What follows belongs to an exercise in optimizing a design on an open flow for small area; a production flow would make more cautious choices. Only simulation tests tie the RTL to the original design; equivalence was not proved. Power and IR drop assume default switching activity.

<file path="flow/flow/run.sh">
#!/bin/bash
# Layout flow: the standard ORFS flow (standard.sh) with these changes:
#  - synthesis is the standard synthesis script, except that ABC maps the
#    logic with an area-oriented script (flow/abc_area_nf.script) instead of
#    ORFS's speed script, and adders are left to ABC instead of being mapped to
#    full/half-adder cells first (ADDER_MAP_FILE empty); registers, names,
#    flattening and renaming are unchanged
#  - port buffers use the smallest buffer cell instead of clkdlybuf4s50_1
#  - CTS clusters more sinks per clock buffer and inserts no dummy loads
# Each tool writes its full log under orfs/logs/; make's own output goes to
# flow_make.log in the work folder.
set -euo pipefail
W=$PWD
cat >> config.mk <<'CFG'
export BUFFER_PORTS_ARGS = -buffer_cell sky130_fd_sc_hd__buf_1
export CTS_ARGS = -sink_clustering_enable -repair_clock_nets -dont_use_dummy_load -buf_list sky130_fd_sc_hd__clkbuf_8 -sink_clustering_size 18 -sink_clustering_max_diameter 50
CFG
cat > flow/synth_area.tcl <<TCL
proc abc {args} {
  set i [lsearch -exact \$args -script]
  if {\$i >= 0} { lset args [expr {\$i + 1}] $W/flow/abc_area_nf.script }
  yosys abc {*}\$args
}
source $W/synth_recipe.tcl
TCL
sed "s#SYNTH_SCRIPT=[^ ]*#SYNTH_SCRIPT=$W/flow/synth_area.tcl ADDER_MAP_FILE=#" standard.sh > flow/standard_area.sh
grep -q "SYNTH_SCRIPT=$W/flow/synth_area.tcl" flow/standard_area.sh
bash flow/standard_area.sh > flow_make.log 2>&1
</file>
<file path="flow/flow/abc_area_nf.script">
strash
dc2
&get -n
&st
&dch -f
&nf -R 1000
&put
</file>
<file path="flow/flow/standard_area.sh">
#!/bin/bash
# The standard flow's own layout of this design, on the ORFS make targets given (by default finish). After
# finish it leaves the final layout's DEF at /design/flow/out/final.def.
set -euo pipefail
make -C /OpenROAD-flow-scripts/flow DESIGN_CONFIG=/design/flow/config.mk WORK_HOME=/design/flow/orfs CLKGATE_MAP_FILE= SYNTH_SCRIPT=/design/flow/flow/synth_area.tcl ADDER_MAP_FILE= CAP_MARGIN=20 CORE_MARGIN=2 CORE_UTILIZATION=65 PLACE_DENSITY=0.8 SLEW_MARGIN=20 "${@:-finish}"
if [[ -f /design/flow/orfs/results/sky130hd/rv_core/base/6_final.odb ]]; then
  : # left out here: write the final layout as DEF
fi
</file>
<file path="flow/flow/synth_area.tcl">
proc abc {args} {
  set i [lsearch -exact $args -script]
  if {$i >= 0} { lset args [expr {$i + 1}] /design/flow/flow/abc_area_nf.script }
  yosys abc {*}$args
}
source /design/flow/synth_recipe.tcl
</file>
<file path="flow/standard.sh">
#!/bin/bash
# synth_recipe.tcl (not shown) runs the flow's synth.tcl, then flattens the netlist and writes it again
# the make line also repeats each setting of config.mk as NAME=value (left out here)
make -C /OpenROAD-flow-scripts/flow DESIGN_CONFIG=/design/flow/config.mk WORK_HOME=/design/flow/orfs CLKGATE_MAP_FILE= SYNTH_SCRIPT=/design/flow/synth_recipe.tcl "${@:-finish}"
</file>
<file path="flow/config.mk">
export PLATFORM = sky130hd
export DESIGN_NAME = rv_core
export DESIGN_NICKNAME = rv_core
export VERILOG_FILES = /design/flow/design.v
export SDC_FILE = /design/flow/constraint.sdc
export NUM_CORES = 4
export LEC_CHECK = 0
export CAP_MARGIN = 20
export CORE_MARGIN = 2
export CORE_UTILIZATION = 65
export PLACE_DENSITY = 0.8
export SLEW_MARGIN = 20
export BUFFER_PORTS_ARGS = -buffer_cell sky130_fd_sc_hd__buf_1
export CTS_ARGS = -sink_clustering_enable -repair_clock_nets -dont_use_dummy_load -buf_list sky130_fd_sc_hd__clkbuf_8 -sink_clustering_size 18 -sink_clustering_max_diameter 50
</file>
<file path="flow/constraint.sdc">
create_clock -name core_clock -period 6.5 [get_ports {clk}]
set_input_delay 1.3000 -clock core_clock [delete_from_list [all_inputs] [get_ports {clk}]]
set_output_delay 1.3000 -clock core_clock [all_outputs]
set_load 0.01 [all_outputs]
</file>
<file path="flow/design.v">
`timescale 1ns/1ns
module rv_regfile (
    input  logic       clk,
    input  logic       we_all,    
    input  logic       wen,
    input  logic [4:0] rd,
    input  logic [3:0] wd,
    input  logic [4:0] rs1,
    input  logic [4:0] rs2,
    output logic [3:0] ra,
    output logic [3:0] rb
);
    logic [31:0] r [1:31];
    logic [7:0] lo;
    logic [3:0] hi;
    always_comb begin
        for (int k = 0; k < 8; k++) lo[k] = we_all || rd[2:0] == 3'(k);
        for (int j = 0; j < 4; j++) hi[j] = we_all || (wen && rd[4:3] == 2'(j));
    end
    always_ff @(posedge clk) begin
        for (int i = 1; i < 32; i++) begin
            r[i] <= {(hi[i / 8] && lo[i % 8]) ? wd : r[i][3:0], r[i][31:4]};
        end
    end
    function automatic logic [3:0] rd_port(input logic [4:0] s, input logic [127:0] d);
        logic [7:0] l;
        logic [3:0] h;
        logic [3:0] o, g;
        for (int k = 0; k < 8; k++) l[k] = s[2:0] == 3'(k);
        for (int j = 0; j < 4; j++) h[j] = s[4:3] == 2'(j);
        o = 4'd0;
        for (int j = 0; j < 4; j++) begin
            g = 4'd0;
            for (int k = 0; k < 8; k++) begin
                if (j * 8 + k != 0) g = g | ({4{l[k]}} & d[(j * 8 + k) * 4 +: 4]);
            end
            o = o | ({4{h[j]}} & g);
        end
        rd_port = o;
    endfunction
    logic [127:0] dig;
    always_comb begin
        dig[3:0] = 4'd0;
        for (int i = 1; i < 32; i++) dig[i * 4 +: 4] = r[i][3:0];
    end
    assign ra = rd_port(rs1, dig);
    assign rb = rd_port(rs2, dig);
endmodule
`timescale 1ns/1ns
module rv_core (
    input  logic        clk,
    input  logic        rst_n,
    output logic [31:0] imem_addr,
    input  logic [31:0] imem_insn,
    output logic [31:0] dmem_addr,
    output logic [31:0] dmem_wdata,
    input  logic [31:0] dmem_rdata,
    output logic        dmem_wen,
    output logic [3:0]  byte_en
);
    logic [2:0]  ph;       
    logic        p2;       
    logic        clr;      
    logic [29:0] pc;
    logic        inc;      
    logic [31:0] insn;
    logic [6:0]  opcode;
    logic [2:0]  f3;
    logic        alt;
    assign insn   = imem_insn;
    assign opcode = insn[6:0];
    assign f3     = insn[14:12];
    assign alt    = insn[30];
    logic is_op, is_opi, is_ld, is_st, alu_cls, is_sh, is_slt, ld_ok, st_ok;
    logic two, last, writes, ph0, ph7;
    assign is_op   = opcode == 7'b0110011;
    assign is_opi  = opcode == 7'b0010011;
    assign is_ld   = opcode == 7'b0000011;
    assign is_st   = opcode == 7'b0100011;
    assign alu_cls = is_op || is_opi;
    assign is_sh   = alu_cls && f3[1:0] == 2'b01;
    assign is_slt  = alu_cls && f3[2:1] == 2'b01;
    assign ld_ok   = is_ld && f3 != 3'd3 && f3 != 3'd6 && f3 != 3'd7;
    assign st_ok   = is_st && (f3 == 3'd0 || f3 == 3'd1 || f3 == 3'd2);
    assign two     = is_sh || is_slt || ld_ok || st_ok;
    assign last    = p2 || !two;
    assign writes  = alu_cls || ld_ok;
    assign ph0     = ph == 3'd0;
    assign ph7     = ph == 3'd7;
    always_ff @(posedge clk) begin
        if (!rst_n) begin
            ph  <= 3'd0;
            p2  <= 1'b0;
            clr <= 1'b1;
            pc  <= 30'd0;
            inc <= 1'b0;
        end else begin
            ph  <= ph + 3'd1;
            inc <= ph == 3'd6 && !clr && last;
            if (inc) pc <= pc + 30'd1;
            if (ph7) begin
                clr <= 1'b0;
                if (!clr) p2 <= two && !p2;
            end
        end
    end
    assign imem_addr = {pc, 2'b00};
    logic [3:0] ra, rb, wd;
    logic       wen;
    assign wen = !clr && writes && last;
    rv_regfile u_rf (
        .clk(clk), .we_all(clr), .wen(wen), .rd(insn[11:7]), .wd(wd),
        .rs1(insn[19:15]), .rs2(insn[24:20]), .ra(ra), .rb(rb)
    );
    logic [3:0] imm_i, imm_s, b, bb, sum, alu_dig;
    logic       sub, cin, cout, cq, lt;
    always_comb begin
        case (ph)
            3'd0:    imm_i = insn[23:20];
            3'd1:    imm_i = insn[27:24];
            3'd2:    imm_i = insn[31:28];
            default: imm_i = {4{insn[31]}};
        endcase
        case (ph)
            3'd0:    imm_s = insn[10:7];
            3'd1:    imm_s = {insn[27:25], insn[11]};
            3'd2:    imm_s = insn[31:28];
            default: imm_s = {4{insn[31]}};
        endcase
    end
    assign b   = is_op ? rb : (is_st ? imm_s : imm_i);
    assign sub = (is_op && f3 == 3'd0 && alt) || is_slt;
    assign bb  = is_sh ? 4'd0 : b ^ {4{sub}};
    assign cin = ph0 ? sub : cq;
    assign {cout, sum} = {1'b0, ra} + {1'b0, bb} + {4'd0, cin};
    assign lt  = (f3[0] ? 1'b1 : (ra[3] ^ ~b[3])) ^ cout;
    always_ff @(posedge clk) begin
        cq <= (ph7 && is_slt) ? lt : cout;
    end
    always_comb begin
        case (f3)
            3'd4:    alu_dig = ra ^ b;
            3'd6:    alu_dig = ra | b;
            3'd7:    alu_dig = ra & b;
            default: alu_dig = sum;
        endcase
    end
    logic [31:0] A, W;
    logic [3:0]  w_sh;
    always_ff @(posedge clk) begin
        if (!p2 || is_sh) A <= {sum, A[31:4]};
        W <= {is_st ? rb : w_sh, W[31:4]};
    end
    assign dmem_addr  = A;
    assign dmem_wdata = W;
    logic [4:0] shq;
    logic [2:0] q, k;
    logic [1:0] r, m;
    logic       sll, fsign;
    logic [3:0] prevq, cur_f, prev_f, fill, sh_dig;
    logic [7:0] cat;
    always_ff @(posedge clk) begin
        if (!p2 && ph0) shq[3:0] <= b;
        if (!p2 && ph == 3'd1) shq[4] <= b[0];
    end
    assign prevq = A[31:28];
    assign sll    = !f3[2] || shq == 5'd0;
    assign q      = shq[4:2];
    assign r      = shq[1:0];
    assign fill   = {4{!sll && alt && fsign}};
    assign cur_f  = (p2 == sll) ? ra : fill;
    assign prev_f = ((p2 && !ph0) == sll) ? prevq : fill;
    assign cat    = {cur_f, prev_f};
    assign m      = (r == 2'd0) ? 2'd0 : (sll ? 2'd0 - r : r);
    always_comb begin
        case (m)
            2'd1:    w_sh = cat[4:1];
            2'd2:    w_sh = cat[5:2];
            2'd3:    w_sh = cat[6:3];
            default: w_sh = cat[7:4];
        endcase
    end
    assign k = sll ? 3'd0 - q : q + {2'd0, r != 2'd0};
    always_comb begin
        case (k)
            3'd0:    sh_dig = w_sh;
            3'd1:    sh_dig = W[7:4];
            3'd2:    sh_dig = W[11:8];
            3'd3:    sh_dig = W[15:12];
            3'd4:    sh_dig = W[19:16];
            3'd5:    sh_dig = W[23:20];
            3'd6:    sh_dig = W[27:24];
            default: sh_dig = W[31:28];
        endcase
    end
    logic [1:0] m2;
    logic [3:0] idx, raw, ld_dig;
    logic       lw, inr;
    assign m2  = A[1:0];
    assign lw  = f3[1];
    assign idx = {1'b0, ph} + (lw ? 4'd0 : {1'b0, m2, 1'b0});
    always_comb begin
        case (idx)
            4'd0:    raw = dmem_rdata[3:0];
            4'd1:    raw = dmem_rdata[7:4];
            4'd2:    raw = dmem_rdata[11:8];
            4'd3:    raw = dmem_rdata[15:12];
            4'd4:    raw = dmem_rdata[19:16];
            4'd5:    raw = dmem_rdata[23:20];
            4'd6:    raw = dmem_rdata[27:24];
            4'd7:    raw = dmem_rdata[31:28];
            default: raw = 4'd0;
        endcase
    end
    assign inr    = lw || (f3[0] ? ph <= 3'd3 : ph <= 3'd1);
    assign ld_dig = inr ? raw : {4{!f3[2] && fsign}};
    always_ff @(posedge clk) begin
        if (!p2 && ph7) fsign <= ra[3];
        else if (p2 && is_ld && ph == {1'b0, f3[0], 1'b1}) fsign <= raw[3];
    end
    always_comb begin
        if (clr)          wd = 4'd0;
        else if (!p2)     wd = alu_dig;
        else if (is_ld)   wd = ld_dig;
        else if (is_sh)   wd = sh_dig;
        else              wd = {3'd0, ph0 && cq};
    end
    assign dmem_wen = p2 && st_ok && ph == {2'd0 - m2, 1'b0};
    always_comb begin
        case (m2)
            2'd0:    byte_en = {f3[1], f3[1], f3[1] || f3[0], 1'b1};
            2'd1:    byte_en = {f3[1], f3[1] || f3[0], 1'b1, 1'b0};
            2'd2:    byte_en = {f3[1] || f3[0], 1'b1, 2'b00};
            default: byte_en = 4'b1000;
        endcase
    end
endmodule
</file>
==> summary.md, run 1 <==
| Metric | Value |
|---|---|
| Outcome | finished clean |
| Register area | 0.02238 mm² |
| Yosys warning total | 3 |
| CP max FO | 31 |
| Crit path DAT | 6130 ps |
| CTS clk-pin slew, worst paths | 100 ps |
| Async SR Flop Fraction | 0 |
| CP Data Required Time | 7080 ps |
| R2r worst-path depth | 16 |
| H-tree depth | 3 |
| Area leader, netlist | dfxtp_1 |
| Antenna-violating nets left | 0 |
| Post-synth top area share | 0.7677 |
| Area of the multi-input gates | about 0.0053 mm² |
| Mean cell area of the mapped netlist | 14.87 µm² |
| Final setup viols | 0 |
| # rows | 75 |
| Initial antenna violation count | 3 |
| Synthesized flop and latch total | between 1k and 1.5k |
| Global placement routability congestion | roughly 0.92 |
| Routed wire length per instance | 23.60 µm |
| Remaining DRCs | 0 |
| Share of cells above drive strength 1 | 0.05407 |
| Clock Skews | between 70 and 80 ps |
| Pre-antenna DRT Iters | 13 |
| Max_slew headroom | 0.2561 |
| Hold Violations, Final | 0 |
| Post-CTS Setup Inserts | 0 |
| P_leak | 11.84 nW |
| Fmax | 180.1 MHz |
| Seq/Total Area, Yosys | 0.8090 |
| Initial drt markers | 1,751 |
| GR Overflow Total | 0 |
| Setup TNS | 0 ps |
| PD cells | 343.6 mW/mm² |
| Area delta synth->final | 9.434% |
| Unique masters post-synth | 55 |
| IO buf count | about 160 |
| Tcrit/Tclk final | 0.8544 |
| Clock period minus worst slack | 5554 ps |
| Ys flop type | dfxtp_1 |
| CTS Hold Bufs | 0 |
| Cell Area, Synth | about 0.028 mm² |
| Nets | 2,195 |
| Final instance area | 0.03028 mm² |
| Most common cell after layout, fill and taps aside | dfxtp_1 |
| Wirelength, routed | 63,000 µm |
| Core Area | around 0.042 mm² |
| Critical Path End Type | flip-flop |
| # IOs | about 170 |
| CTS resizes | 0 |
| Via count | 15.43k |
| Clock Sinks | 1,099 |
| RSZ-0062 raised after global routing | no |
| Clk buf depth | 3 |
| GRT Util Overall | 0.2838 |
| Synth top area cells | dfxtp_1 (77%), mux2_1 (5.0%), edfxtp_1 (4.1%) |
| Worst Hold Depth | 0 |
| Dpl ws | 401.7 ps |
| Max IR drop VDD | 0.0002881 V |
| Worst setup SP type | primary input |
| Worst-Margin Slew | 1108 ps |
| Clock Tree Root | clkbuf_8 |
| Vias/cell | 5.781 |
| EDFF count, synth | 38 |
| Max-Cap Viols | 0 |
| Vias in the first global route | 15.12k |
| First-pass GRT wire length | between 90,000 and 100,000 µm |
| Pin count of the biggest net entering global routing | 37 |
| HP Class | flip-flop to flip-flop |
| DP Area | 0.02926 mm² |
| TritonCTS clock tree | yes |
| Chip height | 210.3 µm |
| Post-Syn Instances | 1,861 |
| Commonest cells after routing, fill and taps aside | dfxtp_1 (1,061), buf_1 (163), mux2_1 (124) |
| Final Max Tran Viols | 0 |
| Detailed Place HPWL | between 40,000 and 50,000 µm |
| Total power | 0.01040 W |
| Worst-Skew Late Latency | 670 ps |
| TritonCTS Buffers | 73 |
| Fillers | roughly 2.6k |
| Die Wd | between 200 and 250 µm |
| Initial core utilization | 0.6596 |
| Final worst slack | about 950 ps |
| Die ar. | approximately 0.044 mm² |
| Crit path kind | primary input to flip-flop |
[report_power, final]
part / switching [W] / leakage, nW / internal, W
Sequential: 0.000110 / 8.96 / 0.00692
Combinational: 0.000343 / 2.36 / 0.000162
Clock: 0.00185 / 0.525 / 0.00102
Total: 0.00231 / 11.8 / 0.00810
[cell type report]
class,instances,share of cell area
Inverter,19,0.002356
Clock buffer,73,0.03318
Sequential cell,1099,0.7392
Antenna cell,4,0.0003306
Timing Repair Buffer,194,0.02823
Multi-Input combinational cell,742,0.1744
Tap cell,539,0.02227
[metal layers]
layer	track usage	vias up	wire length [µm]
met5	0	-	0
met3	0.05825	163	4884
met1	0.3762	7426	26990
met2	0.4596	755	28640
li1	-	7090	-
met4	0.1184	0	2493
[synth_stat cells (15+ instances only)]
cell type and instances:
a21oi_1 42, a222oi_1 62, a22oi_1 45, a31oi_1 35, clkinv_1 19, dfxtp_1 1061, edfxtp_1 38, mux2_1 124
nand2_1 92, nand3_1 24, nor2_1 62, nor3_1 29, o21ai_0 49, xnor2_1 15
[sequential cells by signal (all words and copies together) (netlist names), 3 cells and up]
register	cells
A	32
W	32
pc	30
ph	3
shq	5
u_rf.r	992
[worst max-delay path, stage by stage]
cell and delay [ps]:
buf_1 180, clkinv_1 210, and3_1 400, buf_4 270, a222oi_1 300, a31oi_1 230, nor4_1 660, o21ai_0 340
xor2_1 210, nand2_1 100, maj3_1 420, maj3_1 400, xnor2_1 230, nand2_1 120, a221oi_4 320, buf_12 240
mux2_1 170
[through the flow]
step / cells / hold WS [ps] / utilization
2_1_floorplan: 1862 / 309.6 / -
3_3_place_gp: 2593 / 309.5 / 0.6976
3_5_place_dp: 2593 / 312.1 / 0.6976
4_1_cts: 2666 / 293.5 / 0.7216
5_1_grt: 2667 / 295.0 / 0.7216
6_report: 2670 / 297.7 / 0.7218
[cell families (layout without fill, tap and decap cells)]
| family | Yosys count | in the layout | synth area share |
|---|---|---|---|
| and+or+nand+nor | 298 | 298 | 0.05219 |
| muxes | 126 | 126 | 0.05119 |
| other | 1 | 6 | 0.0001355 |
| DFF | 1099 | 1099 | 0.8090 |
| adders and majority gates | 3 | 3 | 0.001085 |
| xor gates and xnor gates | 24 | 24 | 0.007598 |
| buffers and inverters | 21 | 286 | 0.003120 |
| AOI/OAI and AO/OA | 289 | 289 | 0.07571 |
[final timing paths]
| path | slack (ps) | from | endpoint |
|---|---|---|---|
| max | 950 | imem_insn[21] | u_rf.r[20][31] |
| min | 300 | u_rf.r[6][31] | u_rf.r[6][27] |
| min reg2reg | 300 | u_rf.r[6][31] | u_rf.r[6][27] |
| max reg2reg | 1900 | ph[0] | u_rf.r[20][31] |
==> inputs of run 2 (changes only) <==
==> flow/flow/standard_area.sh (replaced) <==
#!/bin/bash
# The standard flow's own layout of this design, on the ORFS make targets given (by default finish). After
# finish it leaves the final layout's DEF at /design/flow/out/final.def.
set -euo pipefail
make -C /OpenROAD-flow-scripts/flow DESIGN_CONFIG=/design/flow/config.mk WORK_HOME=/design/flow/orfs CLKGATE_MAP_FILE= SYNTH_SCRIPT=/design/flow/flow/synth_area.tcl ADDER_MAP_FILE= CAP_MARGIN=20 CORE_MARGIN=2 CORE_UTILIZATION=65 GPL_TIMING_DRIVEN=0 PLACE_DENSITY=0.8 SLEW_MARGIN=20 "${@:-finish}"
if [[ -f /design/flow/orfs/results/sky130hd/rv_core/base/6_final.odb ]]; then
  : # left out here: write the final layout as DEF
fi
--- a/flow/config.mk
+++ b/flow/config.mk
@@ -10,2 +10,3 @@
 export CORE_UTILIZATION = 65
+export GPL_TIMING_DRIVEN = 0
 export PLACE_DENSITY = 0.8
==> summary.md, run 2 <==
| Metric | Value |
|---|---|
| Initial core utilization | 0.6596 (unchanged) |
| Crit path cell chain | buf_1 -> nand2_1 -> nor2_2 -> a222oi_1 -> a31oi_1 -> or4_1 -> a32o_1 -> xor2_1 -> nand3_1 -> a21boi_0 -> maj3_1 -> maj3_1 -> xnor2_1 -> nand2_1 -> a221oi_4 -> buf_6 -> mux2_1 (was buf_1 -> clkinv_1 -> and3_1 -> buf_4 -> a222oi_1 -> a31oi_1 -> nor4_1 -> o21ai_0 -> xor2_1 -> nand2_1 -> maj3_1 -> maj3_1 -> xnor2_1 -> nand2_1 -> a221oi_4 -> buf_12 -> mux2_1) |
| Clock Sinks | 1,099 (unchanged) |
| Initial antenna violation count | 8 (was 3) |
| Crit path kind | primary input to flip-flop (unchanged) |
| IO buf count | 164 (unchanged) |
| Die ar. | 0.04423 mm² (unchanged) |
| Cell with the most instances after synthesis | dfxtp_1 (unchanged) |
| Area delta synth->final | 9.606% (was 9.434%) |
| Core Area | 0.04195 mm² (unchanged) |
| Area leader, netlist | dfxtp_1 (unchanged) |
| Final hold slack | 264.6 ps (was 297.7 ps) |
| Clk buf depth | 3 (unchanged) |
| Synth top area cells | dfxtp_1 (77%), mux2_1 (5.0%), edfxtp_1 (4.1%) (unchanged) |
| Pin count of the biggest net entering global routing | 37 (unchanged) |
| # IOs | 167 (unchanged) |
| PD cells | 344.3 mW/mm² (was 343.6 mW/mm²) |
| Worst setup SP type | primary input (unchanged) |
| Post-Syn Instances | 1,861 (unchanged) |
| CTS clk-pin slew, worst paths | 100 ps (about the same) |
| Hold Violations, Final | 0 (unchanged) |
| Remaining DRCs | 0 (unchanged) |
| CTS Hold Bufs | 0 (unchanged) |
| Routed wire length per instance | 22.49 µm (was 23.60 µm) |
| HP Class | flip-flop to flip-flop (unchanged) |
| Switching Share | 0.2223 (was 0.2218) |
| Clock Skews | 112.0 ps (was 70.24 ps) |
| Synthesized flop and latch total | 1,099 (unchanged) |
| Max IR drop VDD | 0.0002686 V (was 0.0002881 V) |
| Crit path DAT | 6900 ps (was 6130 ps) |
| Int Pwr | 0.008120 W (was 0.008095 W) |
| CP peak stage delay | 760 ps (was 660 ps) |
| P_leak | 11.83 nW (was 11.84 nW) |
| Combinational power share | 0.049 (about the same) |
| Tcrit/Tclk final | 0.9757 (was 0.8544) |
| First-pass GRT wire length | 89,350 µm (was 92,520 µm) |
| Fillers | 2,691 (was 2,581) |
| Outcome | finished clean (unchanged) |
| Seq/Total Area, Yosys | 0.8090 (unchanged) |
| Final Max Tran Viols | 0 (unchanged) |
| # rows | 75 (unchanged) |
| Placed Instances | 2,586 (was 2,593) |
| H-tree depth | 3 (unchanged) |
| Vias/cell | 5.816 (was 5.781) |
| Post-synth top area share | 0.7677 (unchanged) |
| Nets | 2,190 (was 2,195) |
| Clock Tree Root | clkbuf_8 (unchanged) |
| Share of cells above drive strength 1 | 0.05608 (was 0.05407) |
| R2R Path Start | u_rf.r[13][0] (was ph[0]) |
| Worst-Skew Late Latency | 690 ps (was 670 ps) |
| Sw Pwr | 0.002321 W (was 0.002308 W) |
| Wirelength, routed | 59,940 µm (was 63,000 µm) |
| Final core utilization | 0.7229 (was 0.7218) |
| Detailed Place HPWL | 41,750 µm (was 43,330 µm) |
| Chip height | 210.3 µm (unchanged) |
| Global placement routability congestion | 0.9122 (was 0.9182) |
| Top delay family on crit path | compound AO/OA/AOI/OAI gates (was simple AND/OR/NAND/NOR gates) |
| Initial drt markers | 1,762 (was 1,751) |
| Flop2flop setup slack | 1530 ps (was 1900 ps) |
| Critical Path End Type | flip-flop (unchanged) |
| Pre-antenna DRT Iters | 14 (was 13) |
| Final non-filler cell total | 2,665 (was 2,670) |
| Sequential share of power | 0.673 (was 0.675) |
| Crit-path slowest cell | nor2_2 (was nor4_1) |
| Biggest regs | u_rf.r x992, A x32, W x32 (unchanged) |
| GRT Util Overall | 0.2726 (was 0.2838) |
| Mean cell area of the mapped netlist | 14.87 µm² (unchanged) |
| Die Wd | 210.3 µm (unchanged) |
| Most common cell after layout, fill and taps aside | dfxtp_1 (unchanged) |
| Max-Cap Viols | 0 (unchanged) |
| Cell Area, Synth | 0.02767 mm² (unchanged) |
| Fmax | 157.7 MHz (was 180.1 MHz) |
| Yosys warning total | 3 (unchanged) |
| TritonCTS Buffers | 75 (was 73) |
| Worst hold start | u_rf.r[4][31] (was u_rf.r[6][31]) |
| Unique masters post-synth | 55 (unchanged) |
| CP Data Required Time | 7060 ps (was 7080 ps) |
| EDFF count, synth | 38 (unchanged) |
| Max FFs per register | 992 (unchanged) |
| Antenna-violating nets left | 0 (unchanged) |
| Via count | 15.50k (was 15.43k) |
| Crit path from | imem_insn[20] (was imem_insn[21]) |
| RSZ-0062 raised after global routing | no (unchanged) |
| Max_slew headroom | 0.1395 (was 0.2561) |
| Vias in the first global route | 15.20k (was 15.12k) |
| CP Buf/Inv Count | 2 (was 4) |
| Ys flop type | dfxtp_1 (unchanged) |
| CP max FO | 16 (was 31) |
| Clock period minus worst slack | 6342 ps (was 5554 ps) |
| Worst-Margin Slew | 1280 ps (was 1108 ps) |
| Final setup viols | 0 (unchanged) |
| GR Overflow Total | 0 (unchanged) |
| Clock share of power | 0.278 (was 0.276) |
| Top cells by count, synth | dfxtp_1 (1,061), mux2_1 (124), nand2_1 (92) (unchanged) |
| Largest Register | u_rf.r (unchanged) |
| TritonCTS clock tree | yes (unchanged) |
| Commonest cells after routing, fill and taps aside | dfxtp_1 (1,061), buf_1 (163), mux2_1 (124) (unchanged) |
| Async SR Flop Fraction | 0 (unchanged) |
-- run 2: final timing paths --
path                          to  depth (start not counted)
hold / removal     u_rf.r[4][27]                          0
setup / recovery  u_rf.r[11][31]                         17
hold reg to reg    u_rf.r[4][27]                          0
setup reg to reg  u_rf.r[11][31]                         14
-- run 2: cell type report --
class	count	area (µm²)	share of cell area
clock buffer	75	1032	0.03404
antenna	4	10.01	0.0003301
multi-input combinational	742	5314	0.1752
tap	539	674.4	0.02224
timing repair buffer	185	825.8	0.02723
buffer	2	15.01	0.0004951
sequential	1099	22380	0.7381
inverter	19	71.32	0.002352
-- run 2: metal layers --
layer | GRT usage | part of all wire
met1 | 0.3540 | 0.41
met2 | 0.4252 | 0.44
met3 | 0.05676 | 0.090
met4 | 0.1648 | 0.061
met5 | 0 | 0.0013
-- run 2: cell families (layout without fill, tap and decap cells) --
family                     after synthesis  count (layout)  synth area share
DFF                                   1099            1099            0.8090
and+or+nand+nor                        298             298           0.05219
AOI/OAI and AO/OA                      289             289           0.07571
muxes                                  126             126           0.05119
xor gates and xnor gates                24              24          0.007598
buffers and inverters                   21             281          0.003120
adders and majority gates                3               3          0.001085
other                                    1               6         0.0001355
-- run 2: power groups by stage --
stage	sequential [W]	combinational, W	clock [W]
after floorplan	0.00720	0.000221	0
after global placement	0.00717	0.000484	0
after detailed placement	0.00718	0.000500	0
after CTS	0.00703	0.000501	0.00297
after global routing	0.00704	0.000549	0.00320
final	0.00703	0.000508	0.00290
-- run 2: timing repair --
action,in CTS,in global routing
buffers inserted,0,0
endpoints found under the setup margin,0,6
gates resized for setup,0,1
-- run 2: worst register-to-register path, delay by kind of cell, from the launching register on --
family | cells | cell delay, ps
compound gates | 5 | 1850
simple gates | 3 | 910
xor+xnor | 2 | 460
fa+ha+maj | 2 | 810
mux | 1 | 200
buf+inv | 1 | 290
flops | 1 | 340
-- run 2: metrics by stage --
stage | setup TNS [ps] | power [W] | area (µm²) | setup slack, ps
floorplan | 0 | 0.007419 | 27670 | 278.5
finish | 0 | 0.01044 | 30320 | 157.9
global placement | -458460 | 0.007655 | 28960 | -4432
detailed placement | -11150 | 0.007681 | 29280 | -381.3
CTS | 0 | 0.01050 | 30310 | 306.9
global route | 0 | 0.01079 | 30320 | 97.09
==> inputs of run 3 (changes only) <==
==> flow/flow/standard_area.sh (replaced) <==
#!/bin/bash
# The standard flow's own layout of this design, on the ORFS make targets given (by default finish). After
# finish it leaves the final layout's DEF at /design/flow/out/final.def.
set -euo pipefail
make -C /OpenROAD-flow-scripts/flow DESIGN_CONFIG=/design/flow/config.mk WORK_HOME=/design/flow/orfs CLKGATE_MAP_FILE= SYNTH_SCRIPT=/design/flow/flow/synth_area.tcl ADDER_MAP_FILE= CAP_MARGIN=20 CORE_MARGIN=2 CORE_UTILIZATION=75 PLACE_DENSITY=0.85 SLEW_MARGIN=20 "${@:-finish}"
if [[ -f /design/flow/orfs/results/sky130hd/rv_core/base/6_final.odb ]]; then
  : # left out here: write the final layout as DEF
fi
--- a/flow/config.mk
+++ b/flow/config.mk
@@ -9,5 +9,4 @@
 export CORE_MARGIN = 2
-export CORE_UTILIZATION = 65
-export GPL_TIMING_DRIVEN = 0
-export PLACE_DENSITY = 0.8
+export CORE_UTILIZATION = 75
+export PLACE_DENSITY = 0.85
 export SLEW_MARGIN = 20
==> summary.md, run 3 <==
| Metric | Value |
|---|---|
| P_leak | 11.82 nW (was 11.83 nW) |
| EDFF count, synth | 38 (unchanged) |
| Vias/cell | 6.191 (was 5.816) |
| Max-Cap Viols | 0 (unchanged) |
| CP Buf/Inv Count | 3 (was 2) |
| Cell Area, Synth | 0.02767 mm² (unchanged) |
| Synth top area cells | dfxtp_1 (77%), mux2_1 (5.0%), edfxtp_1 (4.1%) (unchanged) |
| TritonCTS clock tree | yes (unchanged) |
| Crit path cell chain | buf_1 -> clkinv_1 -> and3_1 -> a222oi_1 -> a31oi_1 -> or4_1 -> a32o_1 -> xor2_1 -> nand3_1 -> a21boi_0 -> maj3_1 -> maj3_1 -> xnor2_1 -> nand2_1 -> a221oi_2 -> buf_4 -> mux2_1 (was buf_1 -> nand2_1 -> nor2_2 -> a222oi_1 -> a31oi_1 -> or4_1 -> a32o_1 -> xor2_1 -> nand3_1 -> a21boi_0 -> maj3_1 -> maj3_1 -> xnor2_1 -> nand2_1 -> a221oi_4 -> buf_6 -> mux2_1) |
| Clock period minus worst slack | 5814 ps (was 6342 ps) |
| Chip height | 196.1 µm (was 210.3 µm) |
| Critical Path End Type | flip-flop (unchanged) |
| R2r worst-path depth | 16 (was 14) |
| Top delay family on crit path | compound AO/OA/AOI/OAI gates (unchanged) |
| Clock share of power | 0.279 (was 0.278) |
| Sequential share of power | 0.673 (about the same) |
| Worst setup SP type | primary input (unchanged) |
| CTS Hold Bufs | 0 (unchanged) |
| Wirelength, routed | 68,040 µm (was 59,940 µm) |
| Worst Hold Depth | 0 (unchanged) |
| HP Class | flip-flop to flip-flop (unchanged) |
| CP max FO | 31 (was 16) |
| Biggest regs | u_rf.r x992, A x32, W x32 (unchanged) |
| Setup TNS | 0 ps (unchanged) |
| Max IR drop VDD | 0.0003301 V (was 0.0002686 V) |
| Clock Skews | 60.91 ps (was 112.0 ps) |
| GR Overflow Total | 0 (unchanged) |
| Async SR Flop Fraction | 0 (unchanged) |
| Die ar. | 0.03844 mm² (was 0.04423 mm²) |
| Most common cell after layout, fill and taps aside | dfxtp_1 (unchanged) |
| Sw Pwr | 0.002341 W (was 0.002321 W) |
| Via count | 16.07k (was 15.50k) |
| Initial core utilization | 0.7593 (was 0.6596) |
| Core Area | 0.03643 mm² (was 0.04195 mm²) |
| Commonest cells after routing, fill and taps aside | dfxtp_1 (1,061), buf_1 (164), mux2_1 (124) (was dfxtp_1 (1,061), buf_1 (163), mux2_1 (124)) |
| Switching Share | 0.2240 (was 0.2223) |
| Max FFs per register | 992 (unchanged) |
| Max_slew headroom | 0.2203 (was 0.1395) |
| Pin count of the biggest net entering global routing | 32 (was 37) |
| GRT Util Overall | 0.3569 (was 0.2726) |
| TritonCTS Buffers | 74 (was 75) |
| Detailed Place HPWL | 45,460 µm (was 41,750 µm) |
| Antenna-violating nets left | 0 (unchanged) |
| Area delta synth->final | 9.027% (was 9.606%) |
| Crit-path slowest cell | or4_1 (was nor2_2) |
| Clock Tree Root | clkbuf_8 (unchanged) |
| Mean cell area of the mapped netlist | 14.87 µm² (unchanged) |
| Outcome | finished clean (unchanged) |
| Int Pwr | 0.008109 W (was 0.008120 W) |
| First-pass GRT wire length | 99,680 µm (was 89,350 µm) |
| Initial drt markers | 2,218 (was 1,762) |
| RSZ-0062 raised after global routing | no (unchanged) |
| Cell with the most instances after synthesis | dfxtp_1 (unchanged) |
| Final worst slack | 686.3 ps (was 157.9 ps) |
| Top cells by count, synth | dfxtp_1 (1,061), mux2_1 (124), nand2_1 (92) (unchanged) |
| Post-synth top area share | 0.7677 (unchanged) |
| CTS resizes | 0 (unchanged) |
| Share of cells above drive strength 1 | 0.05181 (was 0.05608) |
| Seq/Total Area, Yosys | 0.8090 (unchanged) |
| Die Wd | 196.1 µm (was 210.3 µm) |
| IO buf count | 164 (unchanged) |
| H-tree depth | 3 (unchanged) |
| Combinational power share | 0.048 (was 0.049) |
| Hold Violations, Final | 0 (unchanged) |
| Reg2reg end | u_rf.r[28][31] (was u_rf.r[11][31]) |
| Nets | 2,191 (was 2,190) |
| Largest Register | u_rf.r (unchanged) |
| Flop2flop setup slack | 1840 ps (was 1530 ps) |
| CP Data Required Time | 7090 ps (was 7060 ps) |
| Synthesized flop and latch total | 1,099 (unchanged) |
| Final Max Tran Viols | 0 (unchanged) |
| Ys flop type | dfxtp_1 (unchanged) |
| # rows | 70 (was 75) |
| Unique masters post-synth | 55 (unchanged) |
| Fmax | 172.0 MHz (was 157.7 MHz) |
| Clk buf depth | 3 (unchanged) |
| Worst hold start | u_rf.r[22][18] (was u_rf.r[4][31]) |
| R2R Path Start | ph[0] (was u_rf.r[13][0]) |
| Hold worst-path end | u_rf.r[22][14] (was u_rf.r[4][27]) |
| CP peak stage delay | 610 ps (was 760 ps) |
| Vias in the first global route | 16.06k (was 15.20k) |
| Crit path DAT | 6400 ps (was 6900 ps) |
| PD cells | 346.5 mW/mm² (was 344.3 mW/mm²) |
| Routed wire length per instance | 26.21 µm (was 22.49 µm) |
| Initial antenna violation count | 5 (was 8) |
| Remaining DRCs | 0 (unchanged) |
| Fillers | 1,667 (was 2,691) |
| Pre-antenna DRT Iters | 13 (was 14) |
| Worst-Skew Late Latency | 670 ps (was 690 ps) |
| Final core utilization | 0.8279 (was 0.7229) |
| Yosys warning total | 3 (unchanged) |
| Total power | 0.01045 W (was 0.01044 W) |
| DP Area | 0.02911 mm² (was 0.02928 mm²) |
| Post-Syn Instances | 1,861 (unchanged) |
| # IOs | 167 (unchanged) |
| Critical path's most frequent cell | maj3_1 |
| Global placement routability congestion | 0.9960 (was 0.9122) |
| CTS clk-pin slew, worst paths | 110 ps (was 100 ps) |
| Crit path kind | primary input to flip-flop (unchanged) |
| Worst-Margin Slew | 1162 ps (was 1280 ps) |
| Dpl ws | 175.9 ps (was -381.3 ps) |
| Tcrit/Tclk final | 0.8944 (was 0.9757) |
| Final setup viols | 0 (unchanged) |
| Area leader, netlist | dfxtp_1 (unchanged) |
| Clock Sinks | 1,099 (unchanged) |
| Final instance area | 0.03016 mm² (was 0.03032 mm²) |
| Post-CTS Setup Inserts | 0 (unchanged) |
-- run 3: changes by cell type in the layout (fill, tap and decap cells not counted), moves of 2 or more --
| cell | before | now |
|---|---|---|
| buf_4 | 8 | 24 |
| buf_6 | 11 | 1 |
| nor2_1 | 59 | 62 |
| nor2_2 | 3 | 0 |
| nor3_2 | 7 | 4 |
| buf_2 | 2 | 0 |
| buf_8 | 2 | 0 |
| nor3_1 | 22 | 24 |
| nor3b_2 | 3 | 1 |
| nor3b_4 | 0 | 2 |
| o21ai_0 | 46 | 48 |
| o21ai_1 | 3 | 1 |
-- run 3: worst register-to-register path: cells and delay by family (launching register included) --
kind                       cells  cell delay, ps
muxes                          1             250
adders and majority gates      2             830
buffers and inverters          1             410
and+or+nand+nor                4             920
xor gates and xnor gates       2             470
DFF                            1             660
AOI/OAI and AO/OA              6            1080
-- run 3: stage by stage --
step	std cells	hold WS (ps)
after global placement	2516	309.5
after floorplan	1862	309.6
after CTS	2591	299.0
final	2596	300.4
after global routing	2595	301.9
after detailed placement	2517	312.1
-- run 3: cells by family (layout without fill, tap and decap cells) --
logic type,Yosys count,in the layout,synth area share
buffers and inverters,21,282,0.003120
other,1,7,0.0001355
muxes,126,126,0.05119
DFF,1099,1099,0.8090
AOI/OAI and AO/OA,289,289,0.07571
and+or+nand+nor,298,298,0.05219
xor gates and xnor gates,24,24,0.007598
adders and majority gates,3,3,0.001085
-- run 3: how the worst max path moves through the flow --
stage | startpoint | endpoint | slack, ps | cells past startpoint
floorplan | imem_insn[21] | u_rf.r[27][31] | 280 | 15
global placement | imem_insn[21] | u_rf.r[31][31] | 510 | 17
detailed placement | imem_insn[21] | u_rf.r[28][31] | 180 | 17
CTS | imem_insn[21] | u_rf.r[28][31] | 840 | 17
global route | imem_insn[22] | u_rf.r[28][31] | 590 | 17
finish | imem_insn[22] | u_rf.r[28][31] | 690 | 17
-- run 3: per-layer routing --
| metal | wire length, µm | global-route usage | up-vias |
|---|---|---|---|
| met5 | 13 | 0.001277 | - |
| met4 | 4708 | 0.2222 | 2 |
| met1 | 25350 | 0.4329 | 7609 |
| met3 | 6400 | 0.08527 | 303 |
| met2 | 31560 | 0.5817 | 1069 |
| li1 | - | - | 7088 |
-- run 3: power by group through the flow --
stage / clock network, W / registers (W) / logic, W
floorplan: 0 / 0.00720 / 0.000221
global placement: 0 / 0.00718 / 0.000471
detailed placement: 0 / 0.00718 / 0.000481
CTS: 0.00294 / 0.00703 / 0.000484
global route: 0.00314 / 0.00704 / 0.000536
finish: 0.00292 / 0.00703 / 0.000498
-- run 3: layout make-up --
type	count	area, µm²	area share
Multi-Input combinational cell	742	5288	0.1753
Clock buffer	74	1018	0.03376
Antenna cell	5	12.51	0.0004148
Tap cell	468	585.6	0.01941
Sequential cell	1099	22380	0.7420
Inverter	19	71.32	0.002364
Timing Repair Buffer	189	807.0	0.02675
==> inputs of run 4 (changes only) <==
--- a/flow/config.mk
+++ b/flow/config.mk
@@ -9,4 +9,4 @@
 export CORE_MARGIN = 2
-export CORE_UTILIZATION = 75
-export PLACE_DENSITY = 0.85
+export CORE_UTILIZATION = 65
+export PLACE_DENSITY = 0.8
 export SLEW_MARGIN = 20
removed: flow/flow/standard_area.sh
removed: flow/flow/synth_area.tcl
==> summary.md, run 4 <==
| Metric | Value |
|---|---|
| Worst Hold Depth | 0 (unchanged) |
| Cell with the most instances after synthesis | dfxtp_1 (unchanged) |
| Clk buf depth | 3 (unchanged) |
| Die ar. | 0.04423 mm² (was 0.03844 mm²) |
| Max_slew headroom | 0.2561 (was 0.2203) |
| IO buf count | 164 (unchanged) |
| Critical Path End Type | flip-flop (unchanged) |
| Max IR drop VDD | 0.0002881 V (was 0.0003301 V) |
| Post-synth top area share | 0.7677 (unchanged) |
| Crit-path slowest cell | nor4_1 (was or4_1) |
| Outcome | finished clean (unchanged) |
| Area leader, netlist | dfxtp_1 (unchanged) |
| Vias in the first global route | 15.12k (was 16.06k) |
| Crit path from | imem_insn[21] (was imem_insn[22]) |
| Global placement routability congestion | 0.9182 (was 0.9960) |
| Post-Syn Instances | 1,861 (unchanged) |
| Worst-Margin Slew | 1108 ps (was 1162 ps) |
| Top cells by count, synth | dfxtp_1 (1,061), mux2_1 (124), nand2_1 (92) (unchanged) |
| Hold Violations, Final | 0 (unchanged) |
| Mean cell area of the mapped netlist | 14.87 µm² (unchanged) |
| Commonest cells after routing, fill and taps aside | dfxtp_1 (1,061), buf_1 (163), mux2_1 (124) (was dfxtp_1 (1,061), buf_1 (164), mux2_1 (124)) |
| Initial drt markers | 1,751 (was 2,218) |
| Nets | 2,195 (was 2,191) |
| CP Data Required Time | 7080 ps (was 7090 ps) |
| Fmax | 180.1 MHz (was 172.0 MHz) |
| Tcrit/Tclk final | 0.8544 (was 0.8944) |
| TritonCTS Buffers | 73 (was 74) |
| Most common cell after layout, fill and taps aside | dfxtp_1 (unchanged) |
| Ys flop type | dfxtp_1 (unchanged) |
| Remaining DRCs | 0 (unchanged) |
| Final Max Tran Viols | 0 (unchanged) |
| GR Overflow Total | 0 (unchanged) |
| Crit path DAT | 6130 ps (was 6400 ps) |
| Largest Register | u_rf.r (unchanged) |
| Synthesized flop and latch total | 1,099 (unchanged) |
| XOR/XNOR share of the synthesized area | 0.007598 (unchanged) |
| Initial antenna violation count | 3 (was 5) |
| P_leak | 11.84 nW (was 11.82 nW) |
| Post-CTS Setup Inserts | 0 (unchanged) |
| Cell Area, Synth | 0.02767 mm² (unchanged) |
| Area delta synth->final | 9.434% (was 9.027%) |
| Crit path kind | primary input to flip-flop (unchanged) |
| R2R Path Start | ph[0] (unchanged) |
| Chip height | 210.3 µm (was 196.1 µm) |
| Clock Skews | 70.24 ps (was 60.91 ps) |
| Worst hold start | u_rf.r[6][31] (was u_rf.r[22][18]) |
| Max FFs per register | 992 (unchanged) |
| Max-Cap Viols | 0 (unchanged) |
| Worst-Skew Late Latency | 670 ps (about the same) |
| RSZ-0062 raised after global routing | no (unchanged) |
| Pre-antenna DRT Iters | 13 (unchanged) |
| CTS clk-pin slew, worst paths | 100 ps (was 110 ps) |
| Unique masters post-synth | 55 (unchanged) |
| Core Area | 0.04195 mm² (was 0.03643 mm²) |
| H-tree depth | 3 (unchanged) |
| HP Class | flip-flop to flip-flop (unchanged) |
| Seq/Total Area, Yosys | 0.8090 (unchanged) |
| Clock Sinks | 1,099 (unchanged) |
| Final hold slack | 297.7 ps (was 300.4 ps) |
| Simple-Gate Fraction of Synth Area | 0.05219 (unchanged) |
| Yosys warning total | 3 (unchanged) |
| CTS resizes | 0 (unchanged) |
| Share of cells above drive strength 1 | 0.05407 (was 0.05181) |
| Clock Tree Root | clkbuf_8 (unchanged) |
| CTS Hold Bufs | 0 (unchanged) |
| Clock period minus worst slack | 5554 ps (was 5814 ps) |
| Reg2reg end | u_rf.r[20][31] (was u_rf.r[28][31]) |
| Setup TNS | 0 ps (unchanged) |
| Die Wd | 210.3 µm (was 196.1 µm) |
| Crit path cell chain | buf_1 -> clkinv_1 -> and3_1 -> buf_4 -> a222oi_1 -> a31oi_1 -> nor4_1 -> o21ai_0 -> xor2_1 -> nand2_1 -> maj3_1 -> maj3_1 -> xnor2_1 -> nand2_1 -> a221oi_4 -> buf_12 -> mux2_1 (was buf_1 -> clkinv_1 -> and3_1 -> a222oi_1 -> a31oi_1 -> or4_1 -> a32o_1 -> xor2_1 -> nand3_1 -> a21boi_0 -> maj3_1 -> maj3_1 -> xnor2_1 -> nand2_1 -> a221oi_2 -> buf_4 -> mux2_1) |
| Vias/cell | 5.781 (was 6.191) |
| Initial core utilization | 0.6596 (was 0.7593) |
| Post-synthesis mux area share | 0.05119 (unchanged) |
| PD cells | 343.6 mW/mm² (was 346.5 mW/mm²) |
| Via count | 15.43k (was 16.07k) |
| Final setup viols | 0 (unchanged) |
| CP peak stage delay | 660 ps (was 610 ps) |
| Routed wire length per instance | 23.60 µm (was 26.21 µm) |
| Compound-gate portion of the synthesized area | 0.07571 (unchanged) |
| Antenna-violating nets left | 0 (unchanged) |
| Hold worst-path end | u_rf.r[6][27] (was u_rf.r[22][14]) |
| Wirelength, routed | 63,000 µm (was 68,040 µm) |
| CP max FO | 31 (unchanged) |
| Synth top area cells | dfxtp_1 (77%), mux2_1 (5.0%), edfxtp_1 (4.1%) (unchanged) |
| Flop2flop setup slack | 1900 ps (was 1840 ps) |
| First-pass GRT wire length | 92,520 µm (was 99,680 µm) |
| Pin count of the biggest net entering global routing | 37 (was 32) |
| Detailed Place HPWL | 43,330 µm (was 45,460 µm) |
| Main combinational cell family by area after synthesis | compound AO/OA/AOI/OAI gates (unchanged) |
| TritonCTS clock tree | yes (unchanged) |
| # IOs | 167 (unchanged) |
| EDFF count, synth | 38 (unchanged) |
| Adder-cell share of the synthesized area | 0.001085 (unchanged) |
| # rows | 75 (was 70) |
| Biggest regs | u_rf.r x992, A x32, W x32 (unchanged) |
| Async SR Flop Fraction | 0 (unchanged) |
| R2r worst-path depth | 16 (unchanged) |
| GRT Util Overall | 0.2838 (was 0.3569) |
| Worst setup SP type | primary input (unchanged) |
[run 4: critical path: cells and delay by family]
family / cells / cell delay [ps]
buf+inv: 4 / 900
xor+xnor: 2 / 440
fa+ha+maj: 2 / 820
mux: 1 / 170
compound gates: 4 / 1190
simple gates: 4 / 1280
[run 4: worst max path at each step]
stage / end / slack, ps / cells past startpoint
floorplan: u_rf.r[27][31] / 280 / 15
global placement: u_rf.r[29][31] / 580 / 18
detailed placement: u_rf.r[8][31] / 400 / 18
CTS: u_rf.r[20][31] / 1090 / 17
global route: u_rf.r[20][31] / 690 / 18
finish: u_rf.r[20][31] / 950 / 17
[run 4: area by class of cell]
class / instances / area (µm²)
repair buffers: 194 / 854.6
multi-input cells: 742 / 5280
diodes: 4 / 10.01
well taps: 539 / 674.4
clock buffers: 73 / 1005
flip-flops and latches: 1099 / 22380
fillers: 2581 / 11670
inverters: 19 / 71.32
[run 4: through the flow]
step	instance area, µm²	power [W]	util	std cells	worst slack [ps]
after global placement	29260	0.007666	0.6976	2593	580.7
after detailed placement	29260	0.007681	0.6976	2593	401.7
after floorplan	27670	0.007419	-	1862	278.5
final	30280	0.01040	0.7218	2670	946.4
after global routing	30270	0.01073	0.7216	2667	689.0
after CTS	30270	0.01044	0.7216	2666	1095
[run 4: kinds of logic after synthesis]
| kind of cell | count (synthesis) |
|---|---|
| xor+xnor | 24 |
| flops | 1099 |
| mux | 126 |
| buf+inv | 21 |
| simple gates | 298 |
| compound gates | 289 |
| other cells | 1 |
| fa+ha+maj | 3 |
[run 4: power breakdown]
part	switching (W)	total [W]	leakage, nW	internal [W]
clock network	0.00185	0.00287	0.525	0.00102
registers	0.000110	0.00703	8.96	0.00692
logic	0.000343	0.000506	2.36	0.000162
[run 4: metal layers]
metal	vias up	track usage	routed length [µm]
li1	7090	-	-
met1	7426	0.3762	26990
met2	755	0.4596	28640
met3	163	0.05825	4884
met4	0	0.1184	2493
met5	-	0	0
==> inputs of run 5 (changes only) <==
--- a/flow/design.v
+++ b/flow/design.v
@@ -114,19 +114,14 @@
     );
-    logic [3:0] imm_i, imm_s, b, bb, sum, alu_dig;
+    logic [3:0] b, bb, sum, alu_dig;
     logic       sub, cin, cout, cq, lt;
+    logic [3:0] imm;
     always_comb begin
         case (ph)
-            3'd0:    imm_i = insn[23:20];
-            3'd1:    imm_i = insn[27:24];
-            3'd2:    imm_i = insn[31:28];
-            default: imm_i = {4{insn[31]}};
-        endcase
-        case (ph)
-            3'd0:    imm_s = insn[10:7];
-            3'd1:    imm_s = {insn[27:25], insn[11]};
-            3'd2:    imm_s = insn[31:28];
-            default: imm_s = {4{insn[31]}};
-        endcase
-    end
-    assign b   = is_op ? rb : (is_st ? imm_s : imm_i);
+            3'd0:    imm = is_st ? insn[10:7] : insn[23:20];
+            3'd1:    imm = {insn[27:25], is_st ? insn[11] : insn[24]};
+            3'd2:    imm = insn[31:28];
+            default: imm = {4{insn[31]}};
+        endcase
+    end
+    assign b   = is_op ? rb : imm;
     assign sub = (is_op && f3 == 3'd0 && alt) || is_slt;
@@ -134,3 +129,12 @@
     assign cin = ph0 ? sub : cq;
-    assign {cout, sum} = {1'b0, ra} + {1'b0, bb} + {4'd0, cin};
+    logic [3:0] pp, gg;
+    logic [4:0] cc;
+    assign pp = ra ^ bb;
+    assign gg = ra & bb;
+    always_comb begin
+        cc[0] = cin;
+        for (int i = 0; i < 4; i++) cc[i + 1] = gg[i] | (pp[i] & cc[i]);
+    end
+    assign sum  = pp ^ cc[3:0];
+    assign cout = cc[4];
     assign lt  = (f3[0] ? 1'b1 : (ra[3] ^ ~b[3])) ^ cout;
@@ -141,5 +145,5 @@
         case (f3)
-            3'd4:    alu_dig = ra ^ b;
-            3'd6:    alu_dig = ra | b;
-            3'd7:    alu_dig = ra & b;
+            3'd4:    alu_dig = pp;
+            3'd6:    alu_dig = pp | gg;
+            3'd7:    alu_dig = gg;
             default: alu_dig = sum;
==> summary.md, run 5 <==
| Metric | Value |
|---|---|
| H-tree depth | 3 (unchanged) |
| Final non-filler cell total | 2,666 (was 2,670) |
| Clk buf depth | 3 (unchanged) |
| CTS resizes | 0 (unchanged) |
| Setup TNS | 0 ps (unchanged) |
| Antenna-violating nets left | 0 (unchanged) |
| Ys flop type | dfxtp_1 (unchanged) |
| Clock Sinks | 1,099 (unchanged) |
| Commonest cells after routing, fill and taps aside | dfxtp_1 (1,061), buf_1 (163), mux2_1 (124) (unchanged) |
| Outcome | finished clean (unchanged) |
| DP Area | 0.02929 mm² (was 0.02926 mm²) |
| Max FFs per register | 992 (unchanged) |
| Max_slew headroom | 0.2998 (was 0.2561) |
| Vias in the first global route | 15.12k (unchanged) |
| Async SR Flop Fraction | 0 (unchanged) |
| Top cells by count, synth | dfxtp_1 (1,061), mux2_1 (124), nand2_1 (99) (was dfxtp_1 (1,061), mux2_1 (124), nand2_1 (92)) |
| Crit path DAT | 6350 ps (was 6130 ps) |
| Final setup viols | 0 (unchanged) |
| Post-synth top area share | 0.7683 (was 0.7677) |
| Initial drt markers | 1,754 (was 1,751) |
| Tcrit/Tclk final | 0.8940 (was 0.8544) |
| CP Data Required Time | 7040 ps (was 7080 ps) |
| Final Max Tran Viols | 0 (unchanged) |
| Remaining DRCs | 0 (unchanged) |
| Core Area | 0.04195 mm² (unchanged) |
| Most common cell after layout, fill and taps aside | dfxtp_1 (unchanged) |
| Clock period minus worst slack | 5811 ps (was 5554 ps) |
| Critical Path End Type | flip-flop (unchanged) |
| Global placement routability congestion | 0.9332 (was 0.9182) |
| Routed wire length per instance | 23.85 µm (was 23.60 µm) |
| IO buf count | 164 (unchanged) |
| Nets | 2,192 (was 2,195) |
| Vias/cell | 5.751 (was 5.781) |
| CP peak stage delay | 730 ps (was 660 ps) |
| Initial core utilization | 0.6591 (was 0.6596) |
| Flop2flop setup slack | 1600 ps (was 1900 ps) |
| P_leak | 11.91 nW (was 11.84 nW) |
| Area leader, netlist | dfxtp_1 (unchanged) |
| Total power | 0.01030 W (was 0.01040 W) |
| # rows | 75 (unchanged) |
| Wirelength, routed | 63,590 µm (was 63,000 µm) |
| PD cells | 339.5 mW/mm² (was 343.6 mW/mm²) |
| TritonCTS Buffers | 75 (was 73) |
| Largest Register | u_rf.r (unchanged) |
| Chip height | 210.2 µm (was 210.3 µm) |
| RSZ-0062 raised after global routing | no (unchanged) |
| HP Class | flip-flop to flip-flop (unchanged) |
| Synth top area cells | dfxtp_1 (77%), mux2_1 (5.1%), edfxtp_1 (4.1%) (was dfxtp_1 (77%), mux2_1 (5.0%), edfxtp_1 (4.1%)) |
| Yosys warning total | 3 (unchanged) |
| Detailed Place HPWL | 44,200 µm (was 43,330 µm) |
| CP max FO | 31 (unchanged) |
| GRT Util Overall | 0.2879 (was 0.2838) |
| Clock Tree Root | clkbuf_8 (unchanged) |
| CTS Hold Bufs | 0 (unchanged) |
| Mean cell area of the mapped netlist | 14.92 µm² (was 14.87 µm²) |
| Crit path kind | primary input to flip-flop (unchanged) |
| # IOs | 167 (unchanged) |
| Pre-antenna DRT Iters | 7 (was 13) |
| Worst setup SP type | primary input (unchanged) |
| Placed Instances | 2,588 (was 2,593) |
| Clock Skews | 70.37 ps (was 70.24 ps) |
| Hold Violations, Final | 0 (unchanged) |
| Post-CTS Setup Inserts | 0 (unchanged) |
| Synthesized flop and latch total | 1,099 (unchanged) |
| Final instance area | 0.03033 mm² (was 0.03028 mm²) |
| Cell Area, Synth | 0.02765 mm² (was 0.02767 mm²) |
| Seq/Total Area, Yosys | 0.8096 (was 0.8090) |
| Max-Cap Viols | 0 (unchanged) |
| TritonCTS clock tree | yes (unchanged) |
| Max IR drop VDD | 0.0003132 V (was 0.0002881 V) |
| Worst-Skew Late Latency | 660 ps (was 670 ps) |
| Via count | 15.33k (was 15.43k) |
| First-pass GRT wire length | 93,060 µm (was 92,520 µm) |
| Cell with the most instances after synthesis | dfxtp_1 (unchanged) |
| EDFF count, synth | 38 (unchanged) |
| Crit-path slowest cell | and3b_1 (was nor4_1) |
| Top delay family on crit path | compound AO/OA/AOI/OAI gates (was simple AND/OR/NAND/NOR gates) |
| Area delta synth->final | 9.712% (was 9.434%) |
| Die ar. | 0.04420 mm² (was 0.04423 mm²) |
| Crit path cell chain | buf_1 -> and3b_1 -> a222oi_1 -> a311oi_1 -> nor4_1 -> buf_4 -> a31oi_1 -> xor2_1 -> nand3_1 -> and2_0 -> nand2_1 -> nand2_1 -> a21o_1 -> maj3_1 -> xnor2_1 -> a211oi_1 -> a311oi_4 -> buf_4 -> mux2_1 (was buf_1 -> clkinv_1 -> and3_1 -> buf_4 -> a222oi_1 -> a31oi_1 -> nor4_1 -> o21ai_0 -> xor2_1 -> nand2_1 -> maj3_1 -> maj3_1 -> xnor2_1 -> nand2_1 -> a221oi_4 -> buf_12 -> mux2_1) |
| Die Wd | 210.2 µm (was 210.3 µm) |
| Pin count of the biggest net entering global routing | 36 (was 37) |
| Worst-Margin Slew | 1048 ps (was 1108 ps) |
| Initial antenna violation count | 9 (was 3) |
| Fmax | 172.1 MHz (was 180.1 MHz) |
| Unique masters post-synth | 53 (was 55) |
| Biggest regs | u_rf.r x992, A x32, W x32 (unchanged) |
| GR Overflow Total | 0 (unchanged) |
| CP Buf/Inv Count | 3 (was 4) |
| Share of cells above drive strength 1 | 0.05650 (was 0.05407) |
| Post-Syn Instances | 1,853 (was 1,861) |
| CTS clk-pin slew, worst paths | 100 ps (about the same) |
[run 5: changes by cell type after synthesis, moves of 5 or more]
cell,before,now
nor3_1,29,19
a21oi_1,42,35
nand2_1,92,99
a311oi_1,0,6
a21o_1,1,6
a221oi_1,6,11
a22oi_1,45,40
[run 5: layout make-up]
class | instances | area [µm²]
well taps | 539 | 674.4
diodes | 3 | 7.507
flip-flops and latches | 1099 | 22380
multi-input cells | 737 | 5299
repair buffers | 197 | 877.1
inverters | 16 | 60.06
clock buffers | 75 | 1032
fillers | 2508 | 11610
[run 5: power breakdown]
part           internal [W]  total (W)  switching (W)
combinational      0.000141   0.000429       0.000289
clock               0.00104    0.00288        0.00184
sequential          0.00689    0.00698      0.0000942
total               0.00807     0.0103        0.00223
[run 5: cell families (layout without fill, tap and decap cells)]
family | Yosys count | in the layout | share of synthesized area
AOI/OAI and AO/OA | 293 | 293 | 0.07793
and+or+nand+nor | 295 | 295 | 0.05177
buffers and inverters | 18 | 288 | 0.002715
other | 1 | 5 | 0.0001356
xor gates and xnor gates | 21 | 21 | 0.006653
DFF | 1099 | 1099 | 0.8096
adders and majority gates | 1 | 1 | 0.0003621
muxes | 125 | 125 | 0.05087
[run 5: final timing paths]
| kind | cells after the start | endpoint | startpoint |
|---|---|---|---|
| setup reg to reg | 16 | u_rf.r[30][31] | ph[1] |
| hold / removal | 0 | u_rf.r[9][6] | u_rf.r[9][10] |
| hold reg to reg | 0 | u_rf.r[9][6] | u_rf.r[9][10] |
| setup / recovery | 19 | u_rf.r[30][31] | imem_insn[22] |
[run 5: per-stage QoR]
| step | hold WS [ps] | util | worst slack (ps) |
|---|---|---|---|
| after global routing | 285.9 | 0.7229 | 418.4 |
| after floorplan | 309.6 | - | 282.5 |
| after CTS | 281.4 | 0.7229 | 807.6 |
| after detailed placement | 312.1 | 0.6983 | 100.8 |
| after global placement | 309.5 | 0.6982 | 311.5 |
| final | 279.3 | 0.7231 | 689.3 |
[run 5: layer usage]
metal | wire [µm] | GRT usage
met1 | 26950 | 0.3764
met2 | 29510 | 0.4717
met3 | 4832 | 0.06168
met4 | 2244 | 0.1164
met5 | 49 | 0

[afterwards: timing with drivers on the ports]
No port has a modelled driver above. Below, the same layouts with a new extraction and two added sets of constraints.
Step 1, drivers: a clkbuf_16 drives clk and a buf_2 each remaining input, both assumed.
Step 2 moves the port delays by t, midway between the first and last clock arrival at a register: inputs arrive t later, outputs are due t later. That takes back most of the time a late clock gives input paths.
Three values: no drivers, after step 1, after step 2; two values: the first two.
run	t (ns)	setup WS [ns]	slew at the worst register clock pin (ns)
run 1	0.690	0.946 / 0.926 / 0.236	0.11 / 0.11
run 2	0.683	0.158 / 0.102 / -0.582	0.11 / 0.11
run 3	0.693	0.686 / 0.605 / -0.088	0.11 / 0.11
run 4	0.690	0.946 / 0.926 / 0.236	0.11 / 0.11
run 5	0.681	0.689 / 0.655 / -0.026	0.11 / 0.11
Met with ideal ports but missed after step 2: setup timing in run 2, run 3 and run 5. For run 3, which loses most, drivers alone change the setup slack by -0.081 ns; drivers and shift together by -0.774 ns.
